Background: an optimization exercise with open tools, aiming at a short achievable clock period, few clock cycles and low power. Do not read the settings as production practice. Where RTL was checked, it was by simulation tests only, not by an equivalence proof against the original. No activity file was given, so power comes from the tool's default toggle rates.

// mac_vector_engine
module mac_vector_engine (
  input logic clk,
  input logic reset_n,
  input logic start,
  input logic clear,
  input logic [9:0] vec_len,
  input logic signed [47:0] bias,
  input logic in_valid,
  input logic [35:0] in_a,
  input logic [35:0] in_b,
  input logic out_ready,
  output logic busy,
  output logic in_ready,
  output logic out_valid,
  output logic signed [17:0] out_data,
  output logic signed [47:0] out_acc,
  output logic acc_overflow
);
Size in the first run: roughly 2900 cells after synthesis, ~520 flip-flops, ~210 I/O pins.
clock: 7.0 ns
lec_check: 0
abc_clock_period_in_ps: 2900
cap_margin: 20
core_margin: 2
core_utilization: 60
cts_buf_list: sky130_fd_sc_hd__clkbuf_16
cts_cluster_diameter: 70
cts_cluster_size: 40
setup_slack_margin: 4.1
slew_margin: 20
run.sh (not shown) runs the stock make flow with config.mk's settings and CLKGATE_MAP_FILE= SYNTH_SCRIPT=/design/flow/synth_recipe.tcl, a recipe that flattens the netlist after the stock synthesis.
Rerun with:
Settings changed: CTS_CLUSTER_DIAMETER 70 to 80, CTS_CLUSTER_SIZE 40 to 35.
Worst hold slack improves by 0.0035 ns.
Total power went down slightly.
Non-clock buffer count went up by 6.
No run of this note included a check of the RTL's function; only the layout flow was run.

========
Another version of the RTL of mac_vector_engine (not shown whole).
For scale: about 2700 cells after synthesis, about 210 I/O pins, roughly 0.030 mm² of cells after synthesis.
export LEC_CHECK = 0
export ABC_CLOCK_PERIOD_IN_PS = 2600
export CAP_MARGIN = 20
export CORE_MARGIN = 2
export CORE_UTILIZATION = 60
export CTS_BUF_LIST = sky130_fd_sc_hd__clkbuf_16
export CTS_CLUSTER_DIAMETER = 80
export CTS_CLUSTER_SIZE = 40
export SETUP_SLACK_MARGIN = 4.4
export SLEW_MARGIN = 20
create_clock -name core_clock -period 7.0 [get_ports {clk}]
The first run ran to the end with no violations.
Testbench counts at the start, summed over its fixed seeds: cycles 12,350.
Rerun with:
- ABC_CLOCK_PERIOD_IN_PS: 2600 -> 2900
- CORE_UTILIZATION: 60 -> 40
- CTS_BUF_LIST: sky130_fd_sc_hd__clkbuf_16 -> not set
- CTS_CLUSTER_DIAMETER: 80 -> not set
- CTS_CLUSTER_SIZE: 40 -> not set
- SETUP_SLACK_MARGIN: 4.4 -> 4.1
Synthesized area does not change.
Cell count went up by a few percent.
Die area increases by well over a third.
Rerun with:
- CORE_UTILIZATION: 40 -> 60
- CTS_BUF_LIST: not set -> sky130_fd_sc_hd__clkbuf_8 sky130_fd_sc_hd__clkbuf_16
- CTS_CLUSTER_DIAMETER: not set -> 50
- CTS_CLUSTER_SIZE: not set -> 25
The changed run passed the timing, design-rule and antenna checks.
Clock skew drops by 0.026 ns.
Setup slack degrades by 0.0042 ns.
Via count goes up slightly.
Worst hold slack is about the same.
Sequential power hardly moves.
Rerun with:
- CTS_BUF_LIST: sky130_fd_sc_hd__clkbuf_8 sky130_fd_sc_hd__clkbuf_16 -> sky130_fd_sc_hd__clkbuf_16
- CTS_CLUSTER_DIAMETER: 50 -> 80
- CTS_CLUSTER_SIZE: 25 -> 40
What happened: Sequential share of layout area rises by 0.70 points. Synthesized cell count stays the same. Count of clock-buffer cells in the layout falls by 24. Non-clock buffer count climbs by 2. Via count came out lower by about 1.8%. Maximum frequency is lower by 2.1%. Flip-flop and latch count stays the same.
Rerun with:
- CTS_BUF_LIST: sky130_fd_sc_hd__clkbuf_16 -> not set
- CTS_CLUSTER_DIAMETER: 80 -> not set
- CTS_CLUSTER_SIZE: 40 -> not set
The new run went through all stages and came out clean; combinational power hardly moves; power grows by a few percent; die area is unchanged; core utilization went up by 1.5 points; design area came out higher by a few percent; via count is higher slightly; critical path depth went up by 1; synthesized cell count stays the same.
Rerun with:
- CTS_BUF_LIST: not set -> sky130_fd_sc_hd__clkbuf_4
Outcome: Clock power falls by about 7%; cell count rises by 3.9%; first-iteration DRC count came out lower by 2.9%; sequential power stays flat; power went down by about 1.4%; final area drops by about 0.9%.

========
== job 101 ==
mac_vector_engine, a different RTL version from the one above (not shown whole).
Size in the first run: roughly 3700 cells after synthesis, roughly 210 I/O pins.
Settings: LEC_CHECK=0, ABC_AREA=1, ABC_CLOCK_PERIOD_IN_PS=2900, CAP_MARGIN=20, CORE_MARGIN=2, CORE_UTILIZATION=55, CTS_BUF_LIST=sky130_fd_sc_hd__clkbuf_16, CTS_CLUSTER_DIAMETER=120, CTS_CLUSTER_SIZE=25, SETUP_SLACK_MARGIN=4.2, SLEW_MARGIN=20; clock period 7.0 ns.
Testbench counts of job 101, summed over its fixed seeds: cycles 12,338.
[inputs] job 102 vs job 101
--- a/flow/config.mk
+++ b/flow/config.mk
@@ -7,3 +7,2 @@
 export LEC_CHECK = 0
-export ABC_AREA = 1
 export ABC_CLOCK_PERIOD_IN_PS = 2900
@@ -14,3 +13,3 @@
 export CTS_CLUSTER_DIAMETER = 120
-export CTS_CLUSTER_SIZE = 25
+export CTS_CLUSTER_SIZE = 30
 export SETUP_SLACK_MARGIN = 4.2
Findings:
For job 101, the leading cell type in the layout, fill and taps excluded was sky130_fd_sc_hd__inv_1, unlike job 102, where it was sky130_fd_sc_hd__a22oi_1.
Looking only at time the worst path needs with I/O delays and setup, and setting everything else aside, the lower value of job 101 and job 102 goes to job 101.
Sort job 101 and job 102 by overall routing resource usage asc -> top: job 102
Job 102 vs job 101: worst setup slack for register-to-register paths up
Multiplexer share of the synthesized area (lower): job 101
The following lists how job 103 was set up differently from job 102:
--- a/flow/config.mk
+++ b/flow/config.mk
@@ -10,7 +10,7 @@
 export CORE_MARGIN = 2
-export CORE_UTILIZATION = 55
+export CORE_UTILIZATION = 60
 export CTS_BUF_LIST = sky130_fd_sc_hd__clkbuf_16
 export CTS_CLUSTER_DIAMETER = 120
-export CTS_CLUSTER_SIZE = 30
-export SETUP_SLACK_MARGIN = 4.2
+export CTS_CLUSTER_SIZE = 25
+export SETUP_SLACK_MARGIN = 4.3
 export SLEW_MARGIN = 20
### Flow results
- Relative to job 102, the growth of design area from synthesis to finish of job 103 is higher by 13 points.
- Job 103 -> job 102: total negative setup slack delta 0, exact match
- Comparing job 103 and job 102, the lower critical path depth is on job 102.
- Diff job 103 and job 102: fraction of area in multi-input gates lower in job 103
- Cell internal power dissipation in job 103 is 0.19 mW above job 102.
- When job 103 is set beside job 102, its buffering stage count on the worst path with inverters included turns out to be 1 smaller.
- Diff job 102 -> job 103 | starting density of the core | increase of 4.6 points
## Diff of input files: job 104 against job 103
--- a/flow/config.mk
+++ b/flow/config.mk
@@ -10,3 +10,3 @@
 export CORE_MARGIN = 2
-export CORE_UTILIZATION = 60
+export CORE_UTILIZATION = 55
 export CTS_BUF_LIST = sky130_fd_sc_hd__clkbuf_16
@@ -14,3 +14,4 @@
 export CTS_CLUSTER_SIZE = 25
-export SETUP_SLACK_MARGIN = 4.3
+export GPL_ROUTABILITY_DRIVEN = 0
+export SETUP_SLACK_MARGIN = 4.2
 export SLEW_MARGIN = 20
Results
The period utilization reported for job 104 is smaller than that of job 103 by 3.0 points.
For job 104, the capturing instance or port of the critical path was out_acc[10], unlike job 103, where it was u_sum.t1_q[35].
Diff job 103..job 104 | number of hold buffers added after CTS | unchanged
From job 103 to job 104 the numbers moved as follows: share of cells above drive strength 1 saw a decrease; count of plain and timing-repair buffers saw a decrease.
Changes observed in job 104 relative to job 103: total global routing track utilization decreased 2.8 points, fraction of the core area covered by cells at the end of the flow -13 points, die area higher.
Edits applied to the flow inputs when going from job 104 to job 105:
--- a/flow/config.mk
+++ b/flow/config.mk
@@ -14,3 +14,2 @@
 export CTS_CLUSTER_SIZE = 25
-export GPL_ROUTABILITY_DRIVEN = 0
 export SETUP_SLACK_MARGIN = 4.2
[summary]
Job 104: no failed stages, no open violations at the end
Job 105 finished every step from synthesis to the final layout, and the layout passed the timing, design-rule and antenna checks.
Routed wire in job 105 totals less than in job 104.
Job 105 vs. job 104: global-route usage shows a reduction of 0.31 points; first-iteration DRC count fell about 13%.
Residual antenna-violating net count after detailed routing of job 105 is on par with job 104.
The sequential cell area share in job 105 sits 0.18 points above the value recorded for job 104.
Job 105 consumes more power than job 104 does.
Job 105 ended up with out_data[2] as its last element of the critical path; job 104 ended up with out_acc[10].
Looking at leakage component of the power, job 105 sits 0.11 nW below job 104.
Between job 104 and job 105, the required time of the worst setup path figures differ only marginally.
Re final critical-path share of the clock period: job 105 and job 104 aren't equal, and the lower value belongs to job 104.
Job 104 -> job 105: total via count in the routed design flat

==> separate check: timing with driven ports <==
No port has a modelled driver above. Below, the same layouts with a new extraction and two added sets of constraints.
Step 1 assumes that a clkbuf_16 drives the clock port and a buf_2 every other input.
Step 2 times the ports against the registers' clock, not the clock port: input delays grow and output delays shrink by t, the midpoint of the rising clock arrivals with the driver on.
a / b / c = no drivers / after step 1 / after step 2; a / b = the first two.
| run | t (ns) | setup WS [ns] | worst slew at a driven data input, ns |
|---|---|---|---|
| the first run of note 1 | 0.635 | 4.003 / 4.003 / 3.719 | 0.09 |
| the second run of note 1 | 0.692 | 3.979 / 3.979 / 3.730 | 0.08 |
| the first run of note 2 | 0.679 | 4.019 / 4.019 / 3.845 | 0.09 |
| the second run of note 2 | 0.677 | 4.043 / 4.043 / 3.646 | 0.07 |
| the third run of note 2 | 0.664 | 4.039 / 4.039 / 3.729 | 0.07 |
| the fourth run of note 2 | 0.675 | 3.975 / 3.975 / 3.634 | 0.07 |
| the fifth run of note 2 | 0.664 | 4.068 / 4.068 / 3.631 | 0.07 |
| the sixth run of note 2 | 1.010 | 3.952 / 3.952 / 3.416 | 0.07 |
| job 101 | 0.657 | 4.150 / 4.111 / 3.611 | 0.07 |
| job 102 | 0.640 | 4.144 / 4.084 / 3.610 | 0.07 |
| job 103 | 0.639 | 3.955 / 3.955 / 3.780 | 0.05 |
| job 104 | 0.650 | 4.165 / 4.103 / 3.580 | 0.07 |
| job 105 | 0.651 | 4.151 / 4.091 / 3.584 | 0.08 |
After both steps every run listed still meets setup and hold. The setup slack of job 104, which loses most, moves by -0.062 ns with the drivers and by -0.585 ns with both steps.
